From an optimization exercise on the open Yosys and OpenROAD flow, aimed at small area and a short achievable clock period; shortcuts taken in it are not production practice.
Only simulation tests tie the RTL to the original design; equivalence was not proved.
No activity file was given, so power comes from the tool's default toggle rates.

== maple ==
// fofb_link
module fofb_link (
  input  logic                       ethClk,
  input  logic                       arst_n,
  input  logic                       beat_valid,
  input  logic                       beat_last,
  input  logic [32-1:0]   beat_value,
  input  logic [4-1:0]     readback_cmd,
  input  logic                       tx_ack,
  input  logic                       tx_strobe,
  input  logic                       tx_warn,
  input  logic                       rx_ready,
  input  logic                       rx_strobe,
  input  logic [7:0]                 rx_data,
  output logic                       tx_req,
  output logic [11-1:0]     tx_length,
  output logic [7:0]                 data_tx,
  output logic                       record_valid,
  output logic [7:0]                 record_supply,
  output logic [32-1:0]   record_value,
  output logic                       hdr_bad
);
clock: 5.0 ns
lec_check: 0
cap_margin: 20
core_margin: 2
core_utilization: 60
setup_slack_margin: 2.6
slew_margin: 20
run.sh (not shown) runs the stock make flow with config.mk's settings and CLKGATE_MAP_FILE= SYNTH_SCRIPT=/design/flow/synth_recipe.tcl, a recipe that flattens the netlist after the stock synthesis.
Here is what was changed in the inputs of willow compared with maple.
- putting CTS_BUF_LIST at sky130_fd_sc_hd__clkbuf_8 where nothing was set
- putting CTS_CLUSTER_SIZE at 20 where nothing was set
- putting CTS_CLUSTER_DIAMETER at 80 where nothing was set
- swapping 60 for 70 in CORE_UTILIZATION
==> flow/flow/run.sh (new file) <==
#!/bin/bash
# Standard layout, with every port buffered by a plain buffer (buf_1) in
# place of the delay cell buffer_ports picks by default, and the command
# input pins placed beside the data output pins they drive combinationally.
set -euo pipefail
here=$(pwd)
bash standard.sh "BUFFER_PORTS_ARGS=-buffer_cell sky130_fd_sc_hd__buf_1" \
  "IO_CONSTRAINTS=$here/flow/io.tcl" finish > standard_flow.log 2>&1
==> flow/flow/io.tcl (new file) <==
# Keep the command inputs next to the data outputs they reach through one gate.
set_io_pin_constraint -group -order -pin_names {data_tx[0] readback_cmd[0] data_tx[1] readback_cmd[1] data_tx[2] readback_cmd[2] data_tx[3] readback_cmd[3]}
==> flow/standard.sh (new file) <==
#!/bin/bash
# synth_recipe.tcl (not shown) runs the flow's synth.tcl, then flattens the netlist and writes it again
# the make line also repeats each setting of config.mk as NAME=value (left out here)
make -C /OpenROAD-flow-scripts/flow DESIGN_CONFIG=/design/flow/config.mk WORK_HOME=/design/flow/orfs CLKGATE_MAP_FILE= SYNTH_SCRIPT=/design/flow/synth_recipe.tcl "${@:-finish}"
removed: flow/run.sh
Results
- Between willow and maple, it is willow whose worst reg-to-reg setup slack is higher, by 0.03 ns.
- In willow relative to maple, routed wire length had gone down by a little under 10%.
- Setup slack in willow is larger than in maple.
- Taking maple as the reference, in willow cell area power density now sits lower; starting density of the core now sits higher.
- willow: portion of total power attributed to the clock network is 13 points lower than what maple reported.
- Compared with maple, willow instantiates a smaller number of cells.
- Delta (willow minus maple): fraction of final layout cells with drive strength greater than 1 now smaller; combinational group share of total power now larger; clock skew now larger.
> inputs changed (willow -> quartz)
- changing CTS_CLUSTER_SIZE from 20 to 30
- changing CTS_CLUSTER_DIAMETER from 80 to 100
- changing CORE_UTILIZATION from 70 to 76
- removing CTS_BUF_LIST (formerly sky130_fd_sc_hd__clkbuf_8)
Findings:
Status: quartz FAILED at 3_5_place_dp (tool error). Diff willow -> quartz | die height | decrease of 9.5 µm. The higher effective utilization at floorplan came out of quartz. The area after synthesis of willow and that of quartz are within noise of each other. Number of distinct library cells after synthesis came out exactly the same in quartz and willow. As far as post-synthesis cell count is concerned, willow and quartz perform about the same. quartz vs. willow: placement row count went down, post-synthesis area per instance did not really move, multiplexer fraction of the synthesized cell area did not really move, placer's final routability congestion estimate went up.
For harbor, these inputs were changed with respect to quartz:
- changing SETUP_SLACK_MARGIN from 2.6 to 2.75
- changing CORE_UTILIZATION from 76 to 70
--- outcome ---
- Both conditions hold for harbor: the flow ran to the end and the final layout passed the timing, DRC and antenna checks.
- From quartz to harbor, parity-gate share of the synthesized area counting xor and xnor cells did not move at all.
- Die extent in y (harbor over quartz): increase, 9.5 µm
- Comparing quartz against harbor, there is no change at all in count of mapped cells out of synthesis.
- Between harbor and quartz, it is harbor whose initial cell density of the core is lower, by 6.5 points.
- Compared harbor vs quartz, and last weighted congestion value of the routability-driven placer is down in harbor.
- From harbor to quartz, number of buffer cells added on primary ports did not move at all.

fofb_link again, from the RTL that the note above started with.
export LEC_CHECK = 0
export CAP_MARGIN = 20
export CORE_MARGIN = 2
export CORE_UTILIZATION = 70
export CTS_CLUSTER_DIAMETER = 100
export CTS_CLUSTER_SIZE = 30
export SETUP_SLACK_MARGIN = 2.5
export SLEW_MARGIN = 20
create_clock -name core_clock -period 5.0 [get_ports {ethClk}]
standard.sh (not shown) runs the stock make flow with config.mk's settings and CLKGATE_MAP_FILE= SYNTH_SCRIPT=/design/flow/synth_recipe.tcl, a recipe that flattens the netlist after the stock synthesis.
==> flow/flow/run.sh <==
#!/bin/bash
# Standard layout, with every port buffered by a plain buffer (buf_1) in
# place of the delay cell buffer_ports picks by default, and the command
# input pins placed beside the data output pins they drive combinationally.
set -euo pipefail
here=$(pwd)
bash standard.sh "BUFFER_PORTS_ARGS=-buffer_cell sky130_fd_sc_hd__buf_1" \
  "IO_CONSTRAINTS=$here/flow/io.tcl" finish > standard_flow.log 2>&1
==> flow/flow/io.tcl <==
# Keep the command inputs next to the data outputs they reach through one gate.
set_io_pin_constraint -group -order -pin_names {data_tx[0] readback_cmd[0] data_tx[1] readback_cmd[1] data_tx[2] readback_cmd[2] data_tx[3] readback_cmd[3]}
Rerun with:
- CORE_UTILIZATION: 70 -> 82
- SETUP_SLACK_MARGIN: 2.5 -> 2.6
The new run did not get past detailed placement, error DPL-0033.
Synthesized cell count is unchanged.
Synthesized area does not change.

-- what the ideal ports hide --
The flow's constraints put no driver on any port. The routed layouts listed below were extracted and timed again, unchanged, in two steps.
Step 1 (the two cells are an assumption about what drives the block):
set clk [get_ports {ethClk}]
set_driving_cell -lib_cell sky130_fd_sc_hd__clkbuf_16 $clk
set_driving_cell -lib_cell sky130_fd_sc_hd__buf_2 [delete_from_list [all_inputs] $clk]
Step 2, shift: input delay + t, output delay - t, t = (earliest + latest rising clock arrival at the registers) / 2. This alone moves slack from input paths to output paths.
Three values: no drivers, after step 1, after step 2; two values: the first two.
run | shift t [ns] | setup slack, ns | worst setup path at the end | worst register clock-pin slew, ns | worst data-port slew with drivers (ns)
maple | 0.708 | 2.533 / 2.487 / 2.082 | input to register | 0.06 / 0.06 | 0.06
willow | 0.716 | 2.583 / 2.558 / 2.066 | input to register | 0.12 / 0.12 | 0.06
harbor | 0.678 | 2.620 / 2.582 / 2.144 | input to register | 0.11 / 0.11 | 0.07
the first run of note 2 | 0.674 | 2.538 / 2.516 / 2.150 | input to register | 0.11 / 0.11 | 0.07
After both steps setup and hold are still met in every run listed. For willow, which loses most, drivers alone change the setup slack by -0.025 ns; drivers and shift together by -0.517 ns.
